Source: an optimization exercise on an open RTL-to-GDS flow (aim: small area, a short achievable clock period and few clock cycles per item). Production flows keep margins and buffers that such runs may drop.
No functional check of the RTL was part of any run shown here.
Power is estimated from default activity; no workload was simulated.

## flow/design.v (module list and top-level ports; edited modules follow where they fit)
// module fp_mul_pipe: 1873 lines
// module fp_fa: 4 lines
// module fp_ha: 4 lines
module fp_mul_pipe
#(
  parameter int EXP_W = 8,
  parameter int MAN_W = 23,
  localparam int W = 1 + EXP_W + MAN_W
) (
  input  logic         clk,
  input  logic         reset,
  input  logic         in_valid,
  output logic         in_ready,
  input  logic         rnd_mode,
  input  logic [W-1:0] a,
  input  logic [W-1:0] b,
  output logic         out_valid,
  input  logic         out_ready,
  output logic [W-1:0] c,
  output logic         ovf,
  output logic         unf,
  output logic         inv
);
  // ...
==> flow/run.sh <==
#!/bin/bash
# synth_recipe.tcl (not shown) runs the flow's synth.tcl, then flattens the netlist and writes it again
# the make line also repeats each setting of config.mk as NAME=value (left out here)
make -C /OpenROAD-flow-scripts/flow DESIGN_CONFIG=/design/flow/config.mk WORK_HOME=/design/flow/orfs CLKGATE_MAP_FILE= SYNTH_SCRIPT=/design/flow/synth_recipe.tcl finish
==> flow/config.mk <==
export PLATFORM = sky130hd
export DESIGN_NAME = fp_mul_pipe
export DESIGN_NICKNAME = fp_mul_pipe
export VERILOG_FILES = /design/flow/design.v
export SDC_FILE = /design/flow/constraint.sdc
export NUM_CORES = 4
export LEC_CHECK = 0
export ABC_AREA = 1
export CAP_MARGIN = 20
export CORE_MARGIN = 2
export CORE_UTILIZATION = 40
export SETUP_SLACK_MARGIN = 4
export SLEW_MARGIN = 20
export SYNTH_HIERARCHICAL = 1
export SYNTH_MINIMUM_KEEP_SIZE = 0
==> flow/constraint.sdc <==
create_clock -name core_clock -period 8.5 [get_ports {clk}]
set_input_delay 1.7000 -clock core_clock [delete_from_list [all_inputs] [get_ports {clk}]]
set_output_delay 1.7000 -clock core_clock [all_outputs]
set_load 0.01 [all_outputs]
==> impl_metrics.yaml, run 1 <==
grt:
  global_route.usage.met3_pct: 9.11
  gr-usage-met1_pct: 36.7
  gr-usage-met2_pct: 51.4
  pin_count_of_the_biggest_net_entering_global_routing: 84
detailed_routing:
  viasPerCell: 6.04
  dr.max_layer_used: "met4"
  routedWlPerCell_um: 26.9
critical_path:
  critical_path_depth: 13
  required_ps: 8700
  crit_chain: "clkbuf_16, buf_12, nor2_4, inv_4, nand2_8, nand2_8, o22ai_4, xor2_2, fa_2, fa_2, fa_2, fa_2, fa_2"
  worstRegToRegCells: 14
  path_delay_family: "adder cells"
final_layout:
  final-seq-area_mm2: 0.00460
  layout_cells_sized_above_1_pct: 33.7
  num-fill-cells: 4381
timing:
  min_period_ps: 4970
  finalWorstSetupSlack_ps: 3530
  final_min_period_over_clock_period_pct: 58.4
synth:
  synthDominantAreaCellType: "fa_1"
  synth-compound-area-share_pct: 12.3
die:
  initial_core_utilization_pct: 40.6
  dieArea_mm2: 0.0553
clock_network:
  clock_tree_from_tritoncts: "yes"
  ctsHoldBuffers: 0
  worst_setup_hold_path_clk_slew_ps: 70
  ctsLongestPathBuffers: 2
  tritoncts_num_sinks: 154
worst_hold_path:
  min-delay-start: "m1$_DFFE_PP_"
status:
  run_status: "finished clean"
place:
  placed_cells: 3084
  worst_case_setup_slack_after_placement_ps: 1930
power_and_ir_drop:
  share_seq_of_total_power_pct: 16.6
==> inputs of run 2 (changes only) <==
--- a/flow/design.v
+++ b/flow/design.v
@@ -996,107 +996,150 @@
   logic fc902;
   logic fs903;
   logic fc904;
   logic r1_0_0;
   logic r1_0_1;
   logic r1_1_0;
   logic r1_2_0;
   logic r1_2_1;
+  logic r1_2_2;
   logic r1_3_0;
   logic r1_3_1;
   logic r1_4_0;
   logic r1_4_1;
+  logic r1_4_2;
   logic r1_5_0;
   logic r1_5_1;
+  logic r1_5_2;
   logic r1_6_0;
   logic r1_6_1;
+  logic r1_6_2;
   logic r1_7_0;
   logic r1_7_1;
+  logic r1_7_2;
   logic r1_8_0;
   logic r1_8_1;
+  logic r1_8_2;
   logic r1_9_0;
   logic r1_9_1;
+  logic r1_9_2;
   logic r1_10_0;
   logic r1_10_1;
+  logic r1_10_2;
   logic r1_11_0;
   logic r1_11_1;
+  logic r1_11_2;
   logic r1_12_0;
   logic r1_12_1;
+  logic r1_12_2;
   logic r1_13_0;
   logic r1_13_1;
+  logic r1_13_2;
   logic r1_14_0;
   logic r1_14_1;
+  logic r1_14_2;
   logic r1_15_0;
   logic r1_15_1;
+  logic r1_15_2;
   logic r1_16_0;
   logic r1_16_1;
+  logic r1_16_2;
   logic r1_17_0;
   logic r1_17_1;
+  logic r1_17_2;
   logic r1_18_0;
   logic r1_18_1;
+  logic r1_18_2;
   logic r1_19_0;
   logic r1_19_1;
+  logic r1_19_2;
   logic r1_20_0;
   logic r1_20_1;
+  logic r1_20_2;
   logic r1_21_0;
   logic r1_21_1;
+  logic r1_21_2;
   logic r1_22_0;
   logic r1_22_1;
+  logic r1_22_2;
   logic r1_23_0;
   logic r1_23_1;
+  logic r1_23_2;
   logic r1_24_0;
   logic r1_24_1;
+  logic r1_24_2;
   logic r1_25_0;
   logic r1_25_1;
+  logic r1_25_2;
   logic r1_26_0;
   logic r1_26_1;
+  logic r1_26_2;
   logic r1_27_0;
   logic r1_27_1;
+  logic r1_27_2;
   logic r1_28_0;
   logic r1_28_1;
+  logic r1_28_2;
   logic r1_29_0;
   logic r1_29_1;
+  logic r1_29_2;
   logic r1_30_0;
   logic r1_30_1;
+  logic r1_30_2;
   logic r1_31_0;
   logic r1_31_1;
+  logic r1_31_2;
   logic r1_32_0;
   logic r1_32_1;
+  logic r1_32_2;
   logic r1_33_0;
   logic r1_33_1;
+  logic r1_33_2;
   logic r1_34_0;
   logic r1_34_1;
+  logic r1_34_2;
   logic r1_35_0;
   logic r1_35_1;
+  logic r1_35_2;
   logic r1_36_0;
   logic r1_36_1;
+  logic r1_36_2;
   logic r1_37_0;
   logic r1_37_1;
+  logic r1_37_2;
   logic r1_38_0;
   logic r1_38_1;
+  logic r1_38_2;
   logic r1_39_0;
   logic r1_39_1;
+  logic r1_39_2;
   logic r1_40_0;
   logic r1_40_1;
+  logic r1_40_2;
   logic r1_41_0;
   logic r1_41_1;
+  logic r1_41_2;
   logic r1_42_0;
   logic r1_42_1;
+  logic r1_42_2;
   logic r1_43_0;
   logic r1_43_1;
+  logic r1_43_2;
   logic r1_44_0;
   logic r1_44_1;
+  logic r1_44_2;
   logic r1_45_0;
   logic r1_45_1;
+  logic r1_45_2;
   logic r1_46_0;
   logic r1_46_1;
+  logic r1_46_2;
   logic r1_47_0;
-  logic r1_47_1;
-  logic r1_48_0;
+  logic r1_47_2;
   assign bo0 = b[0] ^ 1'b0;
   assign bt0 = (b[1] & ~b[0] & ~1'b0) | (~b[1] & b[0] & 1'b0);
   assign bn0 = b[1];
   assign pp1 = ((bo0 & a[0])) ^ bn0;
   assign pp2 = ((bo0 & a[1]) | (bt0 & a[0])) ^ bn0;
   assign pp3 = ((bo0 & a[2]) | (bt0 & a[1])) ^ bn0;
   assign pp4 = ((bo0 & a[3]) | (bt0 & a[2])) ^ bn0;
   assign pp5 = ((bo0 & a[4]) | (bt0 & a[3])) ^ bn0;
@@ -1685,202 +1728,767 @@
   fp_fa u_fs797 (.a(fs707), .b(fc704), .c(fc706), .s(fs797), .co(fc798));
   fp_fa u_fs799 (.a(fc708), .b(fs711), .c(fc710), .s(fs799), .co(fc800));
   fp_fa u_fs801 (.a(fs715), .b(fc712), .c(fs717), .s(fs801), .co(fc802));
   fp_fa u_fs803 (.a(fc716), .b(hs721), .c(fc718), .s(fs803), .co(fc804));
   fp_fa u_fs805 (.a(pp308), .b(hc722), .c(fc720), .s(fs805), .co(fc806));
   fp_fa u_fs807 (.a(hs725), .b(pp285), .c(pp309), .s(fs807), .co(fc808));
   fp_fa u_fs809 (.a(a[21]), .b(hc726), .c(ns286), .s(fs809), .co(fc810));
   fp_ha u_hs811 (.a(a[22]), .b(1'b1), .s(hs811), .co(hc812));
-  fp_ha u_hs813 (.a(bn1), .b(pp3), .s(hs813), .co(hc814));
-  fp_ha u_hs815 (.a(pp4), .b(pp28), .s(hs815), .co(hc816));
-  fp_fa u_fs817 (.a(pp29), .b(pp53), .c(hs727), .s(fs817), .co(fc818));
-  fp_fa u_fs819 (.a(pp54), .b(hc728), .c(hs729), .s(fs819), .co(fc820));
-  fp_fa u_fs821 (.a(hc730), .b(hs579), .c(fs731), .s(fs821), .co(fc822));
-  fp_fa u_fs823 (.a(hs581), .b(fc732), .c(fs733), .s(fs823), .co(fc824));
-  fp_fa u_fs825 (.a(fs583), .b(fc734), .c(fs735), .s(fs825), .co(fc826));
-  fp_fa u_fs827 (.a(fs587), .b(fc736), .c(fs737), .s(fs827), .co(fc828));
-  fp_fa u_fs829 (.a(fs593), .b(fc738), .c(fs739), .s(fs829), .co(fc830));
-  fp_fa u_fs831 (.a(fs597), .b(fc740), .c(fs741), .s(fs831), .co(fc832));
-  fp_fa u_fs833 (.a(fs601), .b(fc742), .c(fs743), .s(fs833), .co(fc834));
-  fp_fa u_fs835 (.a(fs605), .b(fc744), .c(fs745), .s(fs835), .co(fc836));
-  fp_fa u_fs837 (.a(fs609), .b(fc746), .c(fs747), .s(fs837), .co(fc838));
-  fp_fa u_fs839 (.a(fs613), .b(fc748), .c(fs749), .s(fs839), .co(fc840));
-  fp_fa u_fs841 (.a(fs617), .b(fc750), .c(fs751), .s(fs841), .co(fc842));
-  fp_fa u_fs843 (.a(fs621), .b(fc752), .c(fs753), .s(fs843), .co(fc844));
-  fp_fa u_fs845 (.a(fs625), .b(fc754), .c(fs755), .s(fs845), .co(fc846));
-  fp_fa u_fs847 (.a(fs629), .b(fc756), .c(fs757), .s(fs847), .co(fc848));
-  fp_fa u_fs849 (.a(fs633), .b(fc758), .c(fs759), .s(fs849), .co(fc850));
-  fp_fa u_fs851 (.a(fs637), .b(fc760), .c(fs761), .s(fs851), .co(fc852));
-  fp_fa u_fs853 (.a(fs641), .b(fc762), .c(fs763), .s(fs853), .co(fc854));
-  fp_fa u_fs855 (.a(fs645), .b(fc764), .c(fs765), .s(fs855), .co(fc856));
-  fp_fa u_fs857 (.a(fs649), .b(fc766), .c(fs767), .s(fs857), .co(fc858));
-  fp_fa u_fs859 (.a(fs653), .b(fc768), .c(fs769), .s(fs859), .co(fc860));
-  fp_fa u_fs861 (.a(fs657), .b(fc770), .c(fs771), .s(fs861), .co(fc862));
-  fp_fa u_fs863 (.a(fs661), .b(fc772), .c(fs773), .s(fs863), .co(fc864));
-  fp_fa u_fs865 (.a(fs665), .b(fc774), .c(fs775), .s(fs865), .co(fc866));
-  fp_fa u_fs867 (.a(fs669), .b(fc776), .c(fs777), .s(fs867), .co(fc868));
-  fp_fa u_fs869 (.a(fs673), .b(fc778), .c(fs779), .s(fs869), .co(fc870));
-  fp_fa u_fs871 (.a(fs677), .b(fc780), .c(fs781), .s(fs871), .co(fc872));
-  fp_fa u_fs873 (.a(fs681), .b(fc782), .c(fs783), .s(fs873), .co(fc874));
-  fp_fa u_fs875 (.a(fs685), .b(fc784), .c(fs785), .s(fs875), .co(fc876));
-  fp_fa u_fs877 (.a(fs689), .b(fc786), .c(fs787), .s(fs877), .co(fc878));
-  fp_fa u_fs879 (.a(fs693), .b(fc788), .c(fs789), .s(fs879), .co(fc880));
-  fp_fa u_fs881 (.a(fc694), .b(fs791), .c(fc790), .s(fs881), .co(fc882));
-  fp_fa u_fs883 (.a(fs701), .b(fc792), .c(fs793), .s(fs883), .co(fc884));
-  fp_fa u_fs885 (.a(fs705), .b(fc794), .c(fs795), .s(fs885), .co(fc886));
-  fp_fa u_fs887 (.a(fs709), .b(fc796), .c(fs797), .s(fs887), .co(fc888));
-  fp_fa u_fs889 (.a(fs713), .b(fc798), .c(fs799), .s(fs889), .co(fc890));
-  fp_fa u_fs891 (.a(fc714), .b(fs801), .c(fc800), .s(fs891), .co(fc892));
-  fp_fa u_fs893 (.a(fs719), .b(fc802), .c(fs803), .s(fs893), .co(fc894));
-  fp_fa u_fs895 (.a(fs723), .b(fc804), .c(fs805), .s(fs895), .co(fc896));
-  fp_fa u_fs897 (.a(fc724), .b(fs807), .c(fc806), .s(fs897), .co(fc898));
-  fp_fa u_fs899 (.a(pp310), .b(fs809), .c(fc808), .s(fs899), .co(fc900));
-  fp_fa u_fs901 (.a(hs811), .b(pp311), .c(fc810), .s(fs901), .co(fc902));
-  fp_fa u_fs903 (.a(1'b1), .b(hc812), .c(ns312), .s(fs903), .co(fc904));
+  fp_ha u_hs813 (.a(r1_2_0), .b(r1_2_1), .s(hs813), .co(hc814));
+  fp_ha u_hs815 (.a(r1_3_0), .b(r1_3_1), .s(hs815), .co(hc816));
+  fp_fa u_fs817 (.a(r1_4_0), .b(r1_4_1), .c(r1_4_2), .s(fs817), .co(fc818));
+  fp_fa u_fs819 (.a(r1_5_0), .b(r1_5_1), .c(r1_5_2), .s(fs819), .co(fc820));
+  fp_fa u_fs821 (.a(r1_6_0), .b(r1_6_1), .c(r1_6_2), .s(fs821), .co(fc822));
+  fp_fa u_fs823 (.a(r1_7_0), .b(r1_7_1), .c(r1_7_2), .s(fs823), .co(fc824));
+  fp_fa u_fs825 (.a(r1_8_0), .b(r1_8_1), .c(r1_8_2), .s(fs825), .co(fc826));
+  fp_fa u_fs827 (.a(r1_9_0), .b(r1_9_1), .c(r1_9_2), .s(fs827), .co(fc828));
+  fp_fa u_fs829 (.a(r1_10_0), .b(r1_10_1), .c(r1_10_2), .s(fs829), .co(fc830));
+  fp_fa u_fs831 (.a(r1_11_0), .b(r1_11_1), .c(r1_11_2), .s(fs831), .co(fc832));
+  fp_fa u_fs833 (.a(r1_12_0), .b(r1_12_1), .c(r1_12_2), .s(fs833), .co(fc834));
+  fp_fa u_fs835 (.a(r1_13_0), .b(r1_13_1), .c(r1_13_2), .s(fs835), .co(fc836));
+  fp_fa u_fs837 (.a(r1_14_0), .b(r1_14_1), .c(r1_14_2), .s(fs837), .co(fc838));
+  fp_fa u_fs839 (.a(r1_15_0), .b(r1_15_1), .c(r1_15_2), .s(fs839), .co(fc840));
+  fp_fa u_fs841 (.a(r1_16_0), .b(r1_16_1), .c(r1_16_2), .s(fs841), .co(fc842));
+  fp_fa u_fs843 (.a(r1_17_0), .b(r1_17_1), .c(r1_17_2), .s(fs843), .co(fc844));
+  fp_fa u_fs845 (.a(r1_18_0), .b(r1_18_1), .c(r1_18_2), .s(fs845), .co(fc846));
+  fp_fa u_fs847 (.a(r1_19_0), .b(r1_19_1), .c(r1_19_2), .s(fs847), .co(fc848));
+  fp_fa u_fs849 (.a(r1_20_0), .b(r1_20_1), .c(r1_20_2), .s(fs849), .co(fc850));
+  fp_fa u_fs851 (.a(r1_21_0), .b(r1_21_1), .c(r1_21_2), .s(fs851), .co(fc852));
+  fp_fa u_fs853 (.a(r1_22_0), .b(r1_22_1), .c(r1_22_2), .s(fs853), .co(fc854));
+  fp_fa u_fs855 (.a(r1_23_0), .b(r1_23_1), .c(r1_23_2), .s(fs855), .co(fc856));
+  fp_fa u_fs857 (.a(r1_24_0), .b(r1_24_1), .c(r1_24_2), .s(fs857), .co(fc858));
+  fp_fa u_fs859 (.a(r1_25_0), .b(r1_25_1), .c(r1_25_2), .s(fs859), .co(fc860));
+  fp_fa u_fs861 (.a(r1_26_0), .b(r1_26_1), .c(r1_26_2), .s(fs861), .co(fc862));
+  fp_fa u_fs863 (.a(r1_27_0), .b(r1_27_1), .c(r1_27_2), .s(fs863), .co(fc864));
+  fp_fa u_fs865 (.a(r1_28_0), .b(r1_28_1), .c(r1_28_2), .s(fs865), .co(fc866));
+  fp_fa u_fs867 (.a(r1_29_0), .b(r1_29_1), .c(r1_29_2), .s(fs867), .co(fc868));
+  fp_fa u_fs869 (.a(r1_30_0), .b(r1_30_1), .c(r1_30_2), .s(fs869), .co(fc870));
+  fp_fa u_fs871 (.a(r1_31_0), .b(r1_31_1), .c(r1_31_2), .s(fs871), .co(fc872));
+  fp_fa u_fs873 (.a(r1_32_0), .b(r1_32_1), .c(r1_32_2), .s(fs873), .co(fc874));
+  fp_fa u_fs875 (.a(r1_33_0), .b(r1_33_1), .c(r1_33_2), .s(fs875), .co(fc876));
+  fp_fa u_fs877 (.a(r1_34_0), .b(r1_34_1), .c(r1_34_2), .s(fs877), .co(fc878));
+  fp_fa u_fs879 (.a(r1_35_0), .b(r1_35_1), .c(r1_35_2), .s(fs879), .co(fc880));
+  fp_fa u_fs881 (.a(r1_36_0), .b(r1_36_1), .c(r1_36_2), .s(fs881), .co(fc882));
+  fp_fa u_fs883 (.a(r1_37_0), .b(r1_37_1), .c(r1_37_2), .s(fs883), .co(fc884));
+  fp_fa u_fs885 (.a(r1_38_0), .b(r1_38_1), .c(r1_38_2), .s(fs885), .co(fc886));
+  fp_fa u_fs887 (.a(r1_39_0), .b(r1_39_1), .c(r1_39_2), .s(fs887), .co(fc888));
+  fp_fa u_fs889 (.a(r1_40_0), .b(r1_40_1), .c(r1_40_2), .s(fs889), .co(fc890));
+  fp_fa u_fs891 (.a(r1_41_0), .b(r1_41_1), .c(r1_41_2), .s(fs891), .co(fc892));
+  fp_fa u_fs893 (.a(r1_42_0), .b(r1_42_1), .c(r1_42_2), .s(fs893), .co(fc894));
+  fp_fa u_fs895 (.a(r1_43_0), .b(r1_43_1), .c(r1_43_2), .s(fs895), .co(fc896));
+  fp_fa u_fs897 (.a(r1_44_0), .b(r1_44_1), .c(r1_44_2), .s(fs897), .co(fc898));
+  fp_fa u_fs899 (.a(r1_45_0), .b(r1_45_1), .c(r1_45_2), .s(fs899), .co(fc900));
+  fp_fa u_fs901 (.a(r1_46_0), .b(r1_46_1), .c(r1_46_2), .s(fs901), .co(fc902));
+  fp_fa u_fs903 (.a(r1_47_0), .b(1'b1), .c(r1_47_2), .s(fs903), .co(fc904));
   logic [9:0] eb_s;
   assign eb_s = {2'b00, a[30:23]} + {2'b00, b[30:23]} - 10'd127;
   logic s1, m1, inv1, zero1;
   logic [9:0] e1;
   always_ff @(posedge clk) begin
     if (en) begin
       s1    <= a[31] ^ b[31];
       m1    <= rnd_mode;
       inv1  <= (&a[30:23]) | (&b[30:23]);
       zero1 <= ~(|a[30:23]) | ~(|b[30:23]);
       e1    <= eb_s;
       r1_0_0 <= bn0;
       r1_0_1 <= pp1;
       r1_1_0 <= pp2;
-      r1_2_0 <= hs813;
-      r1_2_1 <= pp27;
-      r1_3_0 <= hc814;
-      r1_3_1 <= hs815;
-      r1_4_0 <= hc816;
-      r1_4_1 <= fs817;
-      r1_5_0 <= fc818;
-      r1_5_1 <= fs819;
-      r1_6_0 <= fc820;
-      r1_6_1 <= fs821;
-      r1_7_0 <= fc822;
-      r1_7_1 <= fs823;
-      r1_8_0 <= fc824;
-      r1_8_1 <= fs825;
-      r1_9_0 <= fc826;
-      r1_9_1 <= fs827;
-      r1_10_0 <= fc828;
-      r1_10_1 <= fs829;
-      r1_11_0 <= fc830;
-      r1_11_1 <= fs831;
-      r1_12_0 <= fc832;
-      r1_12_1 <= fs833;
-      r1_13_0 <= fc834;
-      r1_13_1 <= fs835;
-      r1_14_0 <= fc836;
-      r1_14_1 <= fs837;
-      r1_15_0 <= fc838;
-      r1_15_1 <= fs839;
-      r1_16_0 <= fc840;
-      r1_16_1 <= fs841;
-      r1_17_0 <= fc842;
-      r1_17_1 <= fs843;
-      r1_18_0 <= fc844;
-      r1_18_1 <= fs845;
-      r1_19_0 <= fc846;
-      r1_19_1 <= fs847;
-      r1_20_0 <= fc848;
-      r1_20_1 <= fs849;
-      r1_21_0 <= fc850;
-      r1_21_1 <= fs851;
-      r1_22_0 <= fc852;
-      r1_22_1 <= fs853;
-      r1_23_0 <= fc854;
-      r1_23_1 <= fs855;
-      r1_24_0 <= fc856;
-      r1_24_1 <= fs857;
-      r1_25_0 <= fc858;
-      r1_25_1 <= fs859;
-      r1_26_0 <= fc860;
-      r1_26_1 <= fs861;
-      r1_27_0 <= fc862;
-      r1_27_1 <= fs863;
-      r1_28_0 <= fc864;
-      r1_28_1 <= fs865;
-      r1_29_0 <= fc866;
-      r1_29_1 <= fs867;
-      r1_30_0 <= fc868;
-      r1_30_1 <= fs869;
-      r1_31_0 <= fc870;
-      r1_31_1 <= fs871;
-      r1_32_0 <= fc872;
-      r1_32_1 <= fs873;
-      r1_33_0 <= fc874;
-      r1_33_1 <= fs875;
-      r1_34_0 <= fc876;
-      r1_34_1 <= fs877;
-      r1_35_0 <= fc878;
-      r1_35_1 <= fs879;
-      r1_36_0 <= fc880;
-      r1_36_1 <= fs881;
-      r1_37_0 <= fc882;
-      r1_37_1 <= fs883;
-      r1_38_0 <= fc884;
-      r1_38_1 <= fs885;
-      r1_39_0 <= fc886;
-      r1_39_1 <= fs887;
-      r1_40_0 <= fc888;
-      r1_40_1 <= fs889;
-      r1_41_0 <= fc890;
-      r1_41_1 <= fs891;
-      r1_42_0 <= fc892;
-      r1_42_1 <= fs893;
-      r1_43_0 <= fc894;
-      r1_43_1 <= fs895;
-      r1_44_0 <= fc896;
-      r1_44_1 <= fs897;
-      r1_45_0 <= fc898;
-      r1_45_1 <= fs899;
-      r1_46_0 <= fc900;
-      r1_46_1 <= fs901;
-      r1_47_0 <= fc902;
-      r1_47_1 <= fs903;
-      r1_48_0 <= fc904;
+      r1_2_0 <= bn1;
+      r1_2_1 <= pp3;
+      r1_2_2 <= pp27;
+      r1_3_0 <= pp4;
+      r1_3_1 <= pp28;
+      r1_4_0 <= hs727;
+      r1_4_1 <= pp29;
+      r1_4_2 <= pp53;
+      r1_5_0 <= hc728;
+      r1_5_1 <= hs729;
+      r1_5_2 <= pp54;
+      r1_6_0 <= hc730;
+      r1_6_1 <= fs731;
+      r1_6_2 <= hs579;
+      r1_7_0 <= fc732;
+      r1_7_1 <= fs733;
+      r1_7_2 <= hs581;
+      r1_8_0 <= fc734;
+      r1_8_1 <= fs735;
+      r1_8_2 <= fs583;
+      r1_9_0 <= fc736;
+      r1_9_1 <= fs737;
+      r1_9_2 <= fs587;
+      r1_10_0 <= fc738;
+      r1_10_1 <= fs739;
+      r1_10_2 <= fs593;
+      r1_11_0 <= fc740;
+      r1_11_1 <= fs741;
+      r1_11_2 <= fs597;
+      r1_12_0 <= fc742;
+      r1_12_1 <= fs743;
+      r1_12_2 <= fs601;
+      r1_13_0 <= fc744;
+      r1_13_1 <= fs745;
+      r1_13_2 <= fs605;
+      r1_14_0 <= fc746;
+      r1_14_1 <= fs747;
+      r1_14_2 <= fs609;
+      r1_15_0 <= fc748;
+      r1_15_1 <= fs749;
+      r1_15_2 <= fs613;
+      r1_16_0 <= fc750;
+      r1_16_1 <= fs751;
+      r1_16_2 <= fs617;
+      r1_17_0 <= fc752;
+      r1_17_1 <= fs753;
+      r1_17_2 <= fs621;
+      r1_18_0 <= fc754;
+      r1_18_1 <= fs755;
+      r1_18_2 <= fs625;
+      r1_19_0 <= fc756;
+      r1_19_1 <= fs757;
+      r1_19_2 <= fs629;
+      r1_20_0 <= fc758;
+      r1_20_1 <= fs759;
+      r1_20_2 <= fs633;
+      r1_21_0 <= fc760;
+      r1_21_1 <= fs761;
+      r1_21_2 <= fs637;
+      r1_22_0 <= fc762;
+      r1_22_1 <= fs763;
+      r1_22_2 <= fs641;
+      r1_23_0 <= fc764;
+      r1_23_1 <= fs765;
+      r1_23_2 <= fs645;
+      r1_24_0 <= fc766;
+      r1_24_1 <= fs767;
+      r1_24_2 <= fs649;
+      r1_25_0 <= fc768;
+      r1_25_1 <= fs769;
+      r1_25_2 <= fs653;
+      r1_26_0 <= fc770;
+      r1_26_1 <= fs771;
+      r1_26_2 <= fs657;
+      r1_27_0 <= fc772;
+      r1_27_1 <= fs773;
+      r1_27_2 <= fs661;
+      r1_28_0 <= fc774;
+      r1_28_1 <= fs775;
+      r1_28_2 <= fs665;
+      r1_29_0 <= fc776;
+      r1_29_1 <= fs777;
+      r1_29_2 <= fs669;
+      r1_30_0 <= fc778;
+      r1_30_1 <= fs779;
+      r1_30_2 <= fs673;
+      r1_31_0 <= fc780;
+      r1_31_1 <= fs781;
+      r1_31_2 <= fs677;
+      r1_32_0 <= fc782;
+      r1_32_1 <= fs783;
+      r1_32_2 <= fs681;
+      r1_33_0 <= fc784;
+      r1_33_1 <= fs785;
+      r1_33_2 <= fs685;
+      r1_34_0 <= fc786;
+      r1_34_1 <= fs787;
+      r1_34_2 <= fs689;
+      r1_35_0 <= fc788;
+      r1_35_1 <= fs789;
+      r1_35_2 <= fs693;
+      r1_36_0 <= fc790;
+      r1_36_1 <= fs791;
+      r1_36_2 <= fc694;
+      r1_37_0 <= fc792;
+      r1_37_1 <= fs793;
+      r1_37_2 <= fs701;
+      r1_38_0 <= fc794;
+      r1_38_1 <= fs795;
+      r1_38_2 <= fs705;
+      r1_39_0 <= fc796;
+      r1_39_1 <= fs797;
+      r1_39_2 <= fs709;
+      r1_40_0 <= fc798;
+      r1_40_1 <= fs799;
+      r1_40_2 <= fs713;
+      r1_41_0 <= fc800;
+      r1_41_1 <= fs801;
+      r1_41_2 <= fc714;
+      r1_42_0 <= fc802;
+      r1_42_1 <= fs803;
+      r1_42_2 <= fs719;
+      r1_43_0 <= fc804;
+      r1_43_1 <= fs805;
+      r1_43_2 <= fs723;
+      r1_44_0 <= fc806;
+      r1_44_1 <= fs807;
+      r1_44_2 <= fc724;
+      r1_45_0 <= fc808;
+      r1_45_1 <= fs809;
+      r1_45_2 <= pp310;
+      r1_46_0 <= fc810;
+      r1_46_1 <= hs811;
+      r1_46_2 <= pp311;
+      r1_47_0 <= hc812;
+      r1_47_2 <= ns312;
     end
   end
   logic [47:0] px, py, prod;
-  assign px = {r1_47_0, r1_46_0, r1_45_0, r1_44_0, r1_43_0, r1_42_0, r1_41_0, r1_40_0, r1_39_0, r1_38_0, r1_37_0, r1_36_0, r1_35_0, r1_34_0, r1_33_0, r1_32_0, r1_31_0, r1_30_0, r1_29_0, r1_28_0, r1_27_0, r1_26_0, r1_25_0, r1_24_0, r1_23_0, r1_22_0, r1_21_0, r1_20_0, r1_19_0, r1_18_0, r1_17_0, r1_16_0, r1_15_0, r1_14_0, r1_13_0, r1_12_0, r1_11_0, r1_10_0, r1_9_0, r1_8_0, r1_7_0, r1_6_0, r1_5_0, r1_4_0, r1_3_0, r1_2_0, r1_1_0, r1_0_0};
-  assign py = {r1_47_1, r1_46_1, r1_45_1, r1_44_1, r1_43_1, r1_42_1, r1_41_1, r1_40_1, r1_39_1, r1_38_1, r1_37_1, r1_36_1, r1_35_1, r1_34_1, r1_33_1, r1_32_1, r1_31_1, r1_30_1, r1_29_1, r1_28_1, r1_27_1, r1_26_1, r1_25_1, r1_24_1, r1_23_1, r1_22_1, r1_21_1, r1_20_1, r1_19_1, r1_18_1, r1_17_1, r1_16_1, r1_15_1, r1_14_1, r1_13_1, r1_12_1, r1_11_1, r1_10_1, r1_9_1, r1_8_1, r1_7_1, r1_6_1, r1_5_1, r1_4_1, r1_3_1, r1_2_1, 1'b0, r1_0_1};
-  assign prod = px + py;
+  assign px = {fc902, fc900, fc898, fc896, fc894, fc892, fc890, fc888, fc886, fc884, fc882, fc880, fc878, fc876, fc874, fc872, fc870, fc868, fc866, fc864, fc862, fc860, fc858, fc856, fc854, fc852, fc850, fc848, fc846, fc844, fc842, fc840, fc838, fc836, fc834, fc832, fc830, fc828, fc826, fc824, fc822, fc820, fc818, hc816, hc814, hs813, r1_1_0, r1_0_0};
+  assign py = {fs903, fs901, fs899, fs897, fs895, fs893, fs891, fs889, fs887, fs885, fs883, fs881, fs879, fs877, fs875, fs873, fs871, fs869, fs867, fs865, fs863, fs861, fs859, fs857, fs855, fs853, fs851, fs849, fs847, fs845, fs843, fs841, fs839, fs837, fs835, fs833, fs831, fs829, fs827, fs825, fs823, fs821, fs819, fs817, hs815, r1_2_2, 1'b0, r1_0_1};
+  logic cg905;
+  logic cp906;
+  logic cg907;
+  logic cp908;
+  logic cg909;
+  logic cp910;
+  logic cg911;
+  logic cp912;
+  logic cg913;
+  logic cp914;
+  logic cg915;
+  logic cp916;
+  logic cg917;
+  logic cp918;
+  logic cg919;
+  logic cp920;
+  logic cg921;
+  logic cp922;
+  logic cg923;
+  logic cp924;
+  logic cg925;
+  logic cp926;
+  logic cg927;
+  logic cp928;
+  logic cg929;
+  logic cp930;
+  logic cg931;
+  logic cp932;
+  logic cg933;
+  logic cp934;
+  logic cg935;
+  logic cp936;
+  logic cg937;
+  logic cp938;
+  logic cg939;
+  logic cp940;
+  logic cg941;
+  logic cp942;
+  logic cg943;
+  logic cp944;
+  logic cg945;
+  logic cp946;
+  logic cg947;
+  logic cp948;
+  logic cg949;
+  logic cp950;
+  logic cg951;
+  logic cp952;
+  logic cg953;
+  logic cp954;
+  logic cg955;
+  logic cp956;
+  logic cg957;
+  logic cp958;
+  logic cg959;
+  logic cp960;
+  logic cg961;
+  logic cp962;
+  logic cg963;
+  logic cp964;
+  logic cg965;
+  logic cp966;
+  logic cg967;
+  logic cp968;
+  logic cg969;
+  logic cp970;
+  logic cg971;
+  logic cp972;
+  logic cg973;
+  logic cp974;
+  logic cg975;
+  logic cp976;
+  logic cg977;
+  logic cp978;
+  logic cg979;
+  logic cp980;
+  logic cg981;
+  logic cp982;
+  logic cg983;
+  logic cp984;
+  logic cg985;
+  logic cp986;
+  logic cg987;
+  logic cp988;
+  logic cg989;
+  logic cp990;
+  logic cg991;
+  logic cp992;
+  logic cg993;
+  logic cp994;
+  logic cg995;
+  logic cp996;
+  logic cg997;
+  logic cp998;
+  logic pg999;
+  logic pq1000;
+  logic pg1001;
+  logic pq1002;
+  logic pg1003;
+  logic pq1004;
+  logic pg1005;
+  logic pq1006;
+  logic pg1007;
+  logic pq1008;
+  logic pg1009;
+  logic pq1010;
+  logic pg1011;
+  logic pq1012;
+  logic pg1013;
+  logic pq1014;
+  logic pg1015;
+  logic pq1016;
+  logic pg1017;
+  logic pq1018;
+  logic pg1019;
+  logic pq1020;
+  logic pg1021;
+  logic pq1022;
+  logic pg1023;
+  logic pq1024;
+  logic pg1025;
+  logic pq1026;
+  logic pg1027;
+  logic pq1028;
+  logic pg1029;
+  logic pq1030;
+  logic pg1031;
+  logic pq1032;
+  logic pg1033;
+  logic pq1034;
+  logic pg1035;
+  logic pq1036;
+  logic pg1037;
+  logic pq1038;
+  logic pg1039;
+  logic pq1040;
+  logic pg1041;
+  logic pq1042;
+  logic pg1043;
+  logic pq1044;
+  logic pg1045;
+  logic pq1046;
+  logic pg1047;
+  logic pq1048;
+  logic pg1049;
+  logic pq1050;
+  logic pg1051;
+  logic pq1052;
+  logic pg1053;
+  logic pq1054;
+  logic pg1055;
+  logic pq1056;
+  logic pg1057;
+  logic pq1058;
+  logic pg1059;
+  logic pq1060;
+  logic pg1061;
+  logic pq1062;
+  logic pg1063;
+  logic pq1064;
+  logic pg1065;
+  logic pq1066;
+  logic pg1067;
+  logic pq1068;
+  logic pg1069;
+  logic pq1070;
+  logic pg1071;
+  logic pq1072;
+  logic pg1073;
+  logic pq1074;
+  logic pg1075;
+  logic pq1076;
+  logic pg1077;
+  logic pq1078;
+  logic pg1079;
+  logic pq1080;
+  logic pg1081;
+  logic pq1082;
+  logic pg1083;
+  logic pq1084;
+  logic pg1085;
+  logic pq1086;
+  logic pg1087;
+  logic pq1088;
+  logic pg1089;
+  logic pq1090;
+  logic pg1091;
+  logic pq1092;
+  logic pg1093;
+  logic pq1094;
+  logic pg1095;
+  logic pq1096;
+  logic pg1097;
+  logic pq1098;
+  logic pg1099;
+  logic pq1100;
+  logic pg1101;
+  logic pq1102;
+  logic pg1103;
+  logic pq1104;
+  logic pg1105;
+  logic pq1106;
+  logic pg1107;
+  logic pq1108;
+  logic pg1109;
+  logic pq1110;
+  logic pg1111;
+  logic pq1112;
+  logic pg1113;
+  logic pq1114;
+  logic pg1115;
+  logic pq1116;
+  logic pg1117;
+  logic pq1118;
+  logic pg1119;
+  logic pq1120;
+  logic pg1121;
+  logic pq1122;
+  logic pg1123;
+  logic pq1124;
+  logic pg1125;
+  logic pq1126;
+  logic pg1127;
+  logic pq1128;
+  logic pg1129;
+  logic pq1130;
+  logic pg1131;
+  logic pq1132;
+  logic pg1133;
+  logic pq1134;
+  logic pg1135;
+  logic pq1136;
+  logic pg1137;
+  logic pq1138;
+  logic pg1139;
+  logic pq1140;
+  logic pg1141;
+  logic pq1142;
+  logic pg1143;
+  logic pq1144;
+  logic pg1145;
+  logic pq1146;
+  logic pg1147;
+  logic pq1148;
+  logic pg1149;
+  logic pq1150;
+  logic pg1151;
+  logic pq1152;
+  logic pg1153;
+  logic pq1154;
+  logic pg1155;
+  logic pq1156;
+  logic pg1157;
+  logic pq1158;
+  logic pg1159;
+  logic pq1160;
+  logic pg1161;
+  logic pq1162;
+  logic pg1163;
+  logic pq1164;
+  logic pg1165;
+  logic pq1166;
+  logic pg1167;
+  logic pq1168;
+  logic pg1169;
+  logic pq1170;
+  logic pg1171;
+  logic pq1172;
+  logic pg1173;
+  logic pq1174;
+  logic st_lo_zd;
+  fp_ha u_cp906 (.a(px[0]), .b(py[0]), .s(cp906), .co(cg905));
+  fp_ha u_cp908 (.a(px[2]), .b(py[2]), .s(cp908), .co(cg907));
+  fp_ha u_cp910 (.a(px[3]), .b(py[3]), .s(cp910), .co(cg909));
+  fp_ha u_cp912 (.a(px[4]), .b(py[4]), .s(cp912), .co(cg911));
+  fp_ha u_cp914 (.a(px[5]), .b(py[5]), .s(cp914), .co(cg913));
+  fp_ha u_cp916 (.a(px[6]), .b(py[6]), .s(cp916), .co(cg915));
+  fp_ha u_cp918 (.a(px[7]), .b(py[7]), .s(cp918), .co(cg917));
+  fp_ha u_cp920 (.a(px[8]), .b(py[8]), .s(cp920), .co(cg919));
+  fp_ha u_cp922 (.a(px[9]), .b(py[9]), .s(cp922), .co(cg921));
+  fp_ha u_cp924 (.a(px[10]), .b(py[10]), .s(cp924), .co(cg923));
+  fp_ha u_cp926 (.a(px[11]), .b(py[11]), .s(cp926), .co(cg925));
+  fp_ha u_cp928 (.a(px[12]), .b(py[12]), .s(cp928), .co(cg927));
+  fp_ha u_cp930 (.a(px[13]), .b(py[13]), .s(cp930), .co(cg929));
+  fp_ha u_cp932 (.a(px[14]), .b(py[14]), .s(cp932), .co(cg931));
+  fp_ha u_cp934 (.a(px[15]), .b(py[15]), .s(cp934), .co(cg933));
+  fp_ha u_cp936 (.a(px[16]), .b(py[16]), .s(cp936), .co(cg935));
+  fp_ha u_cp938 (.a(px[17]), .b(py[17]), .s(cp938), .co(cg937));
+  fp_ha u_cp940 (.a(px[18]), .b(py[18]), .s(cp940), .co(cg939));
+  fp_ha u_cp942 (.a(px[19]), .b(py[19]), .s(cp942), .co(cg941));
+  fp_ha u_cp944 (.a(px[20]), .b(py[20]), .s(cp944), .co(cg943));
+  fp_ha u_cp946 (.a(px[21]), .b(py[21]), .s(cp946), .co(cg945));
+  fp_ha u_cp948 (.a(px[22]), .b(py[22]), .s(cp948), .co(cg947));
+  fp_ha u_cp950 (.a(px[23]), .b(py[23]), .s(cp950), .co(cg949));
+  fp_ha u_cp952 (.a(px[24]), .b(py[24]), .s(cp952), .co(cg951));
+  fp_ha u_cp954 (.a(px[25]), .b(py[25]), .s(cp954), .co(cg953));
+  fp_ha u_cp956 (.a(px[26]), .b(py[26]), .s(cp956), .co(cg955));
+  fp_ha u_cp958 (.a(px[27]), .b(py[27]), .s(cp958), .co(cg957));
+  fp_ha u_cp960 (.a(px[28]), .b(py[28]), .s(cp960), .co(cg959));
+  fp_ha u_cp962 (.a(px[29]), .b(py[29]), .s(cp962), .co(cg961));
+  fp_ha u_cp964 (.a(px[30]), .b(py[30]), .s(cp964), .co(cg963));
+  fp_ha u_cp966 (.a(px[31]), .b(py[31]), .s(cp966), .co(cg965));
+  fp_ha u_cp968 (.a(px[32]), .b(py[32]), .s(cp968), .co(cg967));
+  fp_ha u_cp970 (.a(px[33]), .b(py[33]), .s(cp970), .co(cg969));
+  fp_ha u_cp972 (.a(px[34]), .b(py[34]), .s(cp972), .co(cg971));
+  fp_ha u_cp974 (.a(px[35]), .b(py[35]), .s(cp974), .co(cg973));
+  fp_ha u_cp976 (.a(px[36]), .b(py[36]), .s(cp976), .co(cg975));
+  fp_ha u_cp978 (.a(px[37]), .b(py[37]), .s(cp978), .co(cg977));
+  fp_ha u_cp980 (.a(px[38]), .b(py[38]), .s(cp980), .co(cg979));
+  fp_ha u_cp982 (.a(px[39]), .b(py[39]), .s(cp982), .co(cg981));
+  fp_ha u_cp984 (.a(px[40]), .b(py[40]), .s(cp984), .co(cg983));
+  fp_ha u_cp986 (.a(px[41]), .b(py[41]), .s(cp986), .co(cg985));
+  fp_ha u_cp988 (.a(px[42]), .b(py[42]), .s(cp988), .co(cg987));
+  fp_ha u_cp990 (.a(px[43]), .b(py[43]), .s(cp990), .co(cg989));
+  fp_ha u_cp992 (.a(px[44]), .b(py[44]), .s(cp992), .co(cg991));
+  fp_ha u_cp994 (.a(px[45]), .b(py[45]), .s(cp994), .co(cg993));
+  fp_ha u_cp996 (.a(px[46]), .b(py[46]), .s(cp996), .co(cg995));
+  fp_ha u_cp998 (.a(px[47]), .b(py[47]), .s(cp998), .co(cg997));
+  assign pg999 = 1'b0 | (px[1] & cg905);
+  assign pq1000 = px[1] & cp906;
+  assign pg1001 = cg909 | (cp910 & cg907);
+  assign pq1002 = cp910 & cp908;
+  assign pg1003 = cg913 | (cp914 & cg911);
+  assign pq1004 = cp914 & cp912;
+  assign pg1005 = cg917 | (cp918 & cg915);
+  assign pq1006 = cp918 & cp916;
+  assign pg1007 = cg921 | (cp922 & cg919);
+  assign pq1008 = cp922 & cp920;
+  assign pg1009 = cg925 | (cp926 & cg923);
+  assign pq1010 = cp926 & cp924;
+  assign pg1011 = cg929 | (cp930 & cg927);
+  assign pq1012 = cp930 & cp928;
+  assign pg1013 = cg933 | (cp934 & cg931);
+  assign pq1014 = cp934 & cp932;
+  assign pg1015 = cg937 | (cp938 & cg935);
+  assign pq1016 = cp938 & cp936;
+  assign pg1017 = cg941 | (cp942 & cg939);
+  assign pq1018 = cp942 & cp940;
+  assign pg1019 = cg945 | (cp946 & cg943);
+  assign pq1020 = cp946 & cp944;
+  assign pg1021 = cg949 | (cp950 & cg947);
+  assign pq1022 = cp950 & cp948;
+  assign pg1023 = cg953 | (cp954 & cg951);
+  assign pq1024 = cp954 & cp952;
+  assign pg1025 = cg957 | (cp958 & cg955);
+  assign pq1026 = cp958 & cp956;
+  assign pg1027 = cg961 | (cp962 & cg959);
+  assign pq1028 = cp962 & cp960;
+  assign pg1029 = cg965 | (cp966 & cg963);
+  assign pq1030 = cp966 & cp964;
+  assign pg1031 = cg969 | (cp970 & cg967);
+  assign pq1032 = cp970 & cp968;
+  assign pg1033 = cg973 | (cp974 & cg971);
+  assign pq1034 = cp974 & cp972;
+  assign pg1035 = cg977 | (cp978 & cg975);
+  assign pq1036 = cp978 & cp976;
+  assign pg1037 = cg981 | (cp982 & cg979);
+  assign pq1038 = cp982 & cp980;
+  assign pg1039 = cg985 | (cp986 & cg983);
+  assign pq1040 = cp986 & cp984;
+  assign pg1041 = cg989 | (cp990 & cg987);
+  assign pq1042 = cp990 & cp988;
+  assign pg1043 = cg993 | (cp994 & cg991);
+  assign pq1044 = cp994 & cp992;
+  assign pg1045 = cg997 | (cp998 & cg995);
+  assign pq1046 = cp998 & cp996;
+  assign pg1047 = pg1001 | (pq1002 & pg999);
+  assign pq1048 = pq1002 & pq1000;
+  assign pg1049 = pg1005 | (pq1006 & pg1003);
+  assign pq1050 = pq1006 & pq1004;
+  assign pg1051 = pg1009 | (pq1010 & pg1007);
+  assign pq1052 = pq1010 & pq1008;
+  assign pg1053 = pg1013 | (pq1014 & pg1011);
+  assign pq1054 = pq1014 & pq1012;
+  assign pg1055 = pg1017 | (pq1018 & pg1015);
+  assign pq1056 = pq1018 & pq1016;
+  assign pg1057 = pg1021 | (pq1022 & pg1019);
+  assign pq1058 = pq1022 & pq1020;
+  assign pg1059 = pg1025 | (pq1026 & pg1023);
+  assign pq1060 = pq1026 & pq1024;
+  assign pg1061 = pg1029 | (pq1030 & pg1027);
+  assign pq1062 = pq1030 & pq1028;
+  assign pg1063 = pg1033 | (pq1034 & pg1031);
+  assign pq1064 = pq1034 & pq1032;
+  assign pg1065 = pg1037 | (pq1038 & pg1035);
+  assign pq1066 = pq1038 & pq1036;
+  assign pg1067 = pg1041 | (pq1042 & pg1039);
+  assign pq1068 = pq1042 & pq1040;
+  assign pg1069 = pg1045 | (pq1046 & pg1043);
+  assign pq1070 = pq1046 & pq1044;
+  assign pg1071 = pg1049 | (pq1050 & pg1047);
+  assign pq1072 = pq1050 & pq1048;
+  assign pg1073 = pg1053 | (pq1054 & pg1051);
+  assign pq1074 = pq1054 & pq1052;
+  assign pg1075 = pg1057 | (pq1058 & pg1055);
+  assign pq1076 = pq1058 & pq1056;
+  assign pg1077 = pg1061 | (pq1062 & pg1059);
+  assign pq1078 = pq1062 & pq1060;
+  assign pg1079 = pg1065 | (pq1066 & pg1063);
+  assign pq1080 = pq1066 & pq1064;
+  assign pg1081 = pg1069 | (pq1070 & pg1067);
+  assign pq1082 = pq1070 & pq1068;
+  assign pg1083 = pg1073 | (pq1074 & pg1071);
+  assign pq1084 = pq1074 & pq1072;
+  assign pg1085 = pg1077 | (pq1078 & pg1075);
+  assign pq1086 = pq1078 & pq1076;
+  assign pg1087 = pg1081 | (pq1082 & pg1079);
+  assign pq1088 = pq1082 & pq1080;
+  assign pg1089 = pg1085 | (pq1086 & pg1083);
+  assign pq1090 = pq1086 & pq1084;
+  assign pg1091 = pg1087 | (pq1088 & pg1089);
+  assign pq1092 = pq1088 & pq1090;
+  assign pg1093 = pg1075 | (pq1076 & pg1083);
+  assign pq1094 = pq1076 & pq1084;
+  assign pg1095 = pg1079 | (pq1080 & pg1089);
+  assign pq1096 = pq1080 & pq1090;
+  assign pg1097 = pg1051 | (pq1052 & pg1071);
+  assign pq1098 = pq1052 & pq1072;
+  assign pg1099 = pg1055 | (pq1056 & pg1083);
+  assign pq1100 = pq1056 & pq1084;
+  assign pg1101 = pg1059 | (pq1060 & pg1093);
+  assign pq1102 = pq1060 & pq1094;
+  assign pg1103 = pg1063 | (pq1064 & pg1089);
+  assign pq1104 = pq1064 & pq1090;
+  assign pg1105 = pg1067 | (pq1068 & pg1095);
+  assign pq1106 = pq1068 & pq1096;
+  assign pg1107 = pg1003 | (pq1004 & pg1047);
+  assign pq1108 = pq1004 & pq1048;
+  assign pg1109 = pg1007 | (pq1008 & pg1071);
+  assign pq1110 = pq1008 & pq1072;
+  assign pg1111 = pg1011 | (pq1012 & pg1097);
+  assign pq1112 = pq1012 & pq1098;
+  assign pg1113 = pg1015 | (pq1016 & pg1083);
+  assign pq1114 = pq1016 & pq1084;
+  assign pg1115 = pg1019 | (pq1020 & pg1099);
+  assign pq1116 = pq1020 & pq1100;
+  assign pg1117 = pg1023 | (pq1024 & pg1093);
+  assign pq1118 = pq1024 & pq1094;
+  assign pg1119 = pg1027 | (pq1028 & pg1101);
+  assign pq1120 = pq1028 & pq1102;
+  assign pg1121 = pg1031 | (pq1032 & pg1089);
+  assign pq1122 = pq1032 & pq1090;
+  assign pg1123 = pg1035 | (pq1036 & pg1103);
+  assign pq1124 = pq1036 & pq1104;
+  assign pg1125 = pg1039 | (pq1040 & pg1095);
+  assign pq1126 = pq1040 & pq1096;
+  assign pg1127 = pg1043 | (pq1044 & pg1105);
+  assign pq1128 = pq1044 & pq1106;
+  assign pg1129 = cg907 | (cp908 & pg999);
+  assign pq1130 = cp908 & pq1000;
+  assign pg1131 = cg911 | (cp912 & pg1047);
+  assign pq1132 = cp912 & pq1048;
+  assign pg1133 = cg915 | (cp916 & pg1107);
+  assign pq1134 = cp916 & pq1108;
+  assign pg1135 = cg919 | (cp920 & pg1071);
+  assign pq1136 = cp920 & pq1072;
+  assign pg1137 = cg923 | (cp924 & pg1109);
+  assign pq1138 = cp924 & pq1110;
+  assign pg1139 = cg927 | (cp928 & pg1097);
+  assign pq1140 = cp928 & pq1098;
+  assign pg1141 = cg931 | (cp932 & pg1111);
+  assign pq1142 = cp932 & pq1112;
+  assign pg1143 = cg935 | (cp936 & pg1083);
+  assign pq1144 = cp936 & pq1084;
+  assign pg1145 = cg939 | (cp940 & pg1113);
+  assign pq1146 = cp940 & pq1114;
+  assign pg1147 = cg943 | (cp944 & pg1099);
+  assign pq1148 = cp944 & pq1100;
+  assign pg1149 = cg947 | (cp948 & pg1115);
+  assign pq1150 = cp948 & pq1116;
+  assign pg1151 = cg951 | (cp952 & pg1093);
+  assign pq1152 = cp952 & pq1094;
+  assign pg1153 = cg955 | (cp956 & pg1117);
+  assign pq1154 = cp956 & pq1118;
+  assign pg1155 = cg959 | (cp960 & pg1101);
+  assign pq1156 = cp960 & pq1102;
+  assign pg1157 = cg963 | (cp964 & pg1119);
+  assign pq1158 = cp964 & pq1120;
+  assign pg1159 = cg967 | (cp968 & pg1089);
+  assign pq1160 = cp968 & pq1090;
+  assign pg1161 = cg971 | (cp972 & pg1121);
+  assign pq1162 = cp972 & pq1122;
+  assign pg1163 = cg975 | (cp976 & pg1103);
+  assign pq1164 = cp976 & pq1104;
+  assign pg1165 = cg979 | (cp980 & pg1123);
+  assign pq1166 = cp980 & pq1124;
+  assign pg1167 = cg983 | (cp984 & pg1095);
+  assign pq1168 = cp984 & pq1096;
+  assign pg1169 = cg987 | (cp988 & pg1125);
+  assign pq1170 = cp988 & pq1126;
+  assign pg1171 = cg991 | (cp992 & pg1105);
+  assign pq1172 = cp992 & pq1106;
+  assign pg1173 = cg995 | (cp996 & pg1127);
+  assign pq1174 = cp996 & pq1128;
+  assign prod[22] = cp948 ^ pg1115;
+  assign prod[23] = cp950 ^ pg1149;
+  assign prod[24] = cp952 ^ pg1093;
+  assign prod[25] = cp954 ^ pg1151;
+  assign prod[26] = cp956 ^ pg1117;
+  assign prod[27] = cp958 ^ pg1153;
+  assign prod[28] = cp960 ^ pg1101;
+  assign prod[29] = cp962 ^ pg1155;
+  assign prod[30] = cp964 ^ pg1119;
+  assign prod[31] = cp966 ^ pg1157;
+  assign prod[32] = cp968 ^ pg1089;
+  assign prod[33] = cp970 ^ pg1159;
+  assign prod[34] = cp972 ^ pg1121;
+  assign prod[35] = cp974 ^ pg1161;
+  assign prod[36] = cp976 ^ pg1103;
+  assign prod[37] = cp978 ^ pg1163;
+  assign prod[38] = cp980 ^ pg1123;
+  assign prod[39] = cp982 ^ pg1165;
+  assign prod[40] = cp984 ^ pg1095;
+  assign prod[41] = cp986 ^ pg1167;
+  assign prod[42] = cp988 ^ pg1125;
+  assign prod[43] = cp990 ^ pg1169;
+  assign prod[44] = cp992 ^ pg1105;
+  assign prod[45] = cp994 ^ pg1171;
+  assign prod[46] = cp996 ^ pg1127;
+  assign prod[47] = cp998 ^ pg1173;
+  assign prod[21:0] = '0;
+  assign st_lo_zd = (cp906 ^ 1'b0) | (px[1] ^ (px[0] | py[0])) | (cp908 ^ px[1]) | (cp910 ^ (px[2] | py[2])) | (cp912 ^ (px[3] | py[3])) | (cp914 ^ (px[4] | py[4])) | (cp916 ^ (px[5] | py[5])) | (cp918 ^ (px[6] | py[6])) | (cp920 ^ (px[7] | py[7])) | (cp922 ^ (px[8] | py[8])) | (cp924 ^ (px[9] | py[9])) | (cp926 ^ (px[10] | py[10])) | (cp928 ^ (px[11] | py[11])) | (cp930 ^ (px[12] | py[12])) | (cp932 ^ (px[13] | py[13])) | (cp934 ^ (px[14] | py[14])) | (cp936 ^ (px[15] | py[15])) | (cp938 ^ (px[16] | py[16])) | (cp940 ^ (px[17] | py[17])) | (cp942 ^ (px[18] | py[18])) | (cp944 ^ (px[19] | py[19])) | (cp946 ^ (px[20] | py[20]));
   logic ovf_0, ovf_1, unf_0, unf_1;
   logic [7:0] e8_0, e8_1;
   assign ovf_0 = !e1[9] && (e1 >= 10'd255);
   assign ovf_1 = !e1[9] && (e1 >= 10'd254);
   assign unf_0 = e1[9] || (e1 == 10'd0);
   assign unf_1 = e1[9];
   assign e8_0 = e1[7:0];
   assign e8_1 = e1[7:0] + 8'd1;
   logic st_lo;
-  assign st_lo = |prod[21:0];
-  logic [25:0] p2;
-  logic st2, s2, m2, inv2, zero2, o02, o12, u02, u12;
+  assign st_lo = st_lo_zd;
+  logic i0_d, i1_d;
+  assign i0_d = prod[22] & (!m1 | st_lo | prod[23]);
+  assign i1_d = prod[23] & (!m1 | st_lo | prod[22] | prod[24]);
+  logic [24:0] p2;
+  logic i02, i12, s2, inv2, zero2, o02, o12, u02, u12;
   logic [7:0] e02;
   always_ff @(posedge clk) if (en) begin
-    p2 <= prod[47:22]; st2 <= st_lo; s2 <= s1; m2 <= m1;
+    p2 <= prod[47:23]; i02 <= i0_d; i12 <= i1_d; s2 <= s1;
     inv2 <= inv1; zero2 <= zero1; o02 <= ovf_0; o12 <= ovf_1; u02 <= unf_0; u12 <= unf_1;
     e02 <= e8_0;
   end
-  logic r_hi, r_g, r_st, r_inc, r_rc, r_d;
+  logic r_hi, r_inc, r_rc, r_d;
   logic [23:0] r_kept;
   logic [24:0] r_rs;
   logic [22:0] r_frac;
-  assign r_hi   = p2[25];
-  assign r_kept = r_hi ? p2[25:2] : p2[24:1];
-  assign r_g    = r_hi ? p2[1] : p2[0];
-  assign r_st   = st2 | (r_hi & p2[0]);
-  assign r_inc  = r_g & (!m2 | r_st | r_kept[0]);
+  assign r_hi   = p2[24];
+  assign r_kept = r_hi ? p2[24:1] : p2[23:0];
+  assign r_inc  = r_hi ? i12 : i02;
   assign r_rs   = {1'b0, r_kept} + {24'd0, r_inc};
   assign r_rc   = r_rs[24];
   assign r_frac = r_rs[22:0];
   assign r_d    = r_hi | r_rc;
   logic [31:0] c_d;
   logic [2:0]  f_d;
   logic k_o, k_u;
   assign k_o = r_d ? o12 : o02;
==> run 2 against run 1 <==
  * Hold slack lost 4.4 ps
  * Count of clock-buffer cells in the layout grew 2
  * Maximum frequency grew 6.7%
  * Power shrank 7.5%
  * Clock power grew 2%
  * Area after synthesis shrank 3.8%
  * Largest cell class unchanged
  * Highest routed layer is now met5
==> impl_metrics.yaml, run 2 <==
critical_path:
  worst-endpoint-arrival_ps: 4860
  required_ps: 8710
  timing.critical_path.to_type: "flip-flop"
  critPathCapture: "r1_28_1$_DFFE_PP_"
  critical_path_peak_fanout: 5
  critical_path_depth: 13
  timing.rr.start: "r1_15_0$_DFFE_PP_"
  critical-path-max-stage-delay_ps: 600
  critical_path.reg2reg.endpoint: "p2[16]$_DFFE_PP_"
  path_delay_family: "adder cells"
  reg2reg_slack_ps: 4730
  setup.worst_path.start_class: "input pin"
  critical_path.n_buffers_inverters: 4
  worstRegToRegCells: 16
  critPathSlowestCell: "fa_2"
  critical_path_class: "input pin to flip-flop"
  startpoint: "b[17]"
  crit_chain: "clkbuf_4, buf_12, nor2_2, inv_2, nand2_4, nand2_8, buf_12, o22ai_1, xor2_1, ha_1, fa_1, fa_2, fa_2"
synth:
  async_reset_ff_share_pct: 0
  yosys.cell_count.top_type: "xor2_1"
  syn_inst: 2014
  warnings_synthesis: 7
  synthDominantAreaCellType: "edfxtp_1"
  netlist_top_cells_area: "edfxtp_1, fa_1, xor2_1"
  postSynthRegisterBits: 196
  count_of_flip_flops_with_a_built_in_enable_after_synthesis: 194
  synth-seq-area-share_pct: 28.5
  synth_largest_type_area_fraction_pct: 28.3
  synth.top_cells.by_count: "xor2_1, o22ai_1, fa_1"
  synthDistinctLibCells: 42
  syn-cell-area_mm2: 0.0206
  syn_avg_cell_area_um2: 10.2
  ys_dominant_reg_cell: "edfxtp_1"
final_layout:
  syn_to_final_growth_pct: 32.5
  antenna_cells: 0
  mostFrequentLayoutCells: "xor2_1, fa_1, o22ai_1"
  post_route_design_area_mm2: 0.0273
  final-seq-area_mm2: 0.00587
  final_net_count: 2684
  top_regs: "p2: 25 flops, e1: 10 flops, e02: 8 flops"
  layout_cells_sized_above_1_pct: 29.2
  multi_input_combinational_cell_area_mm2: 0.0160
  max_ffs_per_register: 25
  num-fill-cells: 4318
  top_register: "p2"
  final_common_cell: "xor2_1"
timing:
  max_slew_margin_pct: 24.9
  rsz0062_at_grt: "yes"
  worstMarginPinSlew_ps: 1130
  drv_slew: 0
  final_min_period_over_clock_period_pct: 54.8
  finalWorstSetupSlack_ps: 3840
  min_period_ps: 4660
  report.final.hold_viol_count: 0
  max_freq_mhz: 215
  fin_skew_ps: 17.0
  timing.setup.tns_ps: 0
  report.final.setup_viol: 0
power_and_ir_drop:
  power.share.clock_pct: 8.0
  power.combinational.fraction_pct: 70.3
  power_density_mw_per_mm2: 355
  internal-power_uw: 5080
  peakVddDrop_v: 0.000222
  swShare_pct: 47.5
  share_seq_of_total_power_pct: 21.7
  p_sw_uw: 4590
  cellLeakagePower_uw: 0.0113
clock_network:
  cts_made_buffers: 17
  worst_setup_hold_path_clk_slew_ps: 80
  tritoncts_num_sinks: 196
  cts-root-buf: "clkbuf_16"
  ctsHoldBuffers: 0
  clock_tree_from_tritoncts: "yes"
  maximum_level_of_the_cts_h_tree: 4
  ctsLongestPathBuffers: 2
  insertion_delay_ps: 460
grt:
  pin_count_of_the_biggest_net_entering_global_routing: 189
  grt_util_all_layers_pct: 27.8
  grt_antenna_before_repair: 2
  via_count_of_the_first_global_routing_pass: 18000
  grt.overflow.total: 0
  first_pass_grt_wire_length_um: 110000
place:
  worst_case_setup_slack_after_placement_ps: 2710
  placed_area_mm2: 0.0227
  gp_congestion: 0.866
  place_hpwl_um: 42100
  io_buffer_count: 105
detailed_routing:
  viasPerCell: 5.97
  postRouteWirelength_um: 77700
  post-route-drc-count: 0
  drtAntennaViolNets: 0
  routedWlPerCell_um: 26.5
  drt_pre_antenna_iters: 7
  detailroute.via_count: 17500
  first_iter_violations: 2272
die:
  initial_core_utilization_pct: 40.3
  floorplan.core_area_mm2: 0.0511
  design.portCount: 106
  die_h_um: 231
  dieArea_mm2: 0.0533
  row_count: 83
  die_width_um: 231
status:
  run_status: "finished clean"
job:
  drv_cap: 0
worst_hold_path:
  min-delay-start: "zero1$_DFFE_PP_"
  hold_path_class: "flip-flop to flip-flop"
[run 2: logic make-up after synthesis]
family                     share of synthesized area (%)
AOI/OAI and AO/OA                                   10.6
xor gates and xnor gates                            13.1
adders and majority gates                           32.5
buffers and inverters                               6.06
DFF                                                 28.5
other                                             0.0365
and+or+nand+nor                                     9.15
[run 2: power by group through the flow]
stage               clock network, uW  logic (uW)  registers (uW)
floorplan                           0        4050            2040
global placement                    0        5810            2090
detailed placement                  0        6000            2100
CTS                               779        6410            2090
global route                      820        7550            2140
finish                            773        6800            2090
[run 2: how the worst min path moves through the flow]
stage	endpoint	slack, ps	cells after the start
after global placement	zero2$_DFFE_PP_	400	0
after detailed placement	zero2$_DFFE_PP_	410	0
after CTS	zero2$_DFFE_PP_	430	0
after floorplan	inv2$_DFFE_PP_	400	0
final	zero2$_DFFE_PP_	420	0
after global routing	zero2$_DFFE_PP_	440	0
[run 2: modules after synthesis, one instance, submodules excluded]
| module | area [um^2] | cells | flops+latches | copies in the design |
|---|---|---|---|---|
| fp_ha | 12.5 | 1 | 0 | 79 |
| fp_fa | 20.0 | 1 | 0 | 264 |
| fp_mul_pipe | 14300 | 1671 | 196 | 1 |
[run 2: routing by layer]
layer	share of wire, %	wire [um]	global-route usage, %
met1	35	27600	34.0
met2	45	35200	44.1
met3	12	9000	7.25
met4	7.7	5950	17.2
met5	0.033	26	0
[run 2: repair_timing]
action	in CTS	in global routing
pin swaps	51	80
setup endpoints to repair	116	69
resized for setup	443	223
cloned	48	14
setup buffers	90	47
[run 2: cell type report]
class                      count  area share, %
clock inverter                13          0.381
timing repair buffer         292           11.5
multi-input combinational   1537           58.7
tap                          680           3.12
timing repair inverter        14          0.399
inverter                     181           2.80
sequential                   196           21.5
clock buffer                  19           1.59
[run 2: stage by stage]
step                utilization [%]  instances  hold WS [ps]  power (uW)
CTS                            50.4       2871           426        9280
floorplan                         -       2025           400        6090
finish                         53.4       2932           424        9670
global placement               44.3       2701           404        7900
detailed placement             44.3       2701           406        8100
global route                   53.4       2932           436       10500

re-timing with driven ports:
Ports are ideal in the flow. The routed layouts listed here were re-timed in OpenROAD. Step 1 sets driving cells, clkbuf_16 on the clock port and buf_2 on the other inputs (assumed; they add their load-dependent delay and slew). Step 2 moves the port delays by t, midway between the first and last clock arrival at a register: inputs arrive t later, outputs are due t later. That takes back most of the time a late clock gives input paths. Slacks: ideal / step 1 / step 2; pairs: ideal / step 1.
run	shift t [ns]	slack for setup (ns)	worst register clock-pin slew, ns
run 1	0.511	3.533 / 3.532 / 3.021	0.08 / 0.08
run 2	0.510	3.843 / 3.856 / 3.346	0.08 / 0.08
After both steps every run listed still meets setup and hold. The setup slack of run 1, which loses most, moves by -0.001 ns with the drivers and by -0.512 ns with both steps.
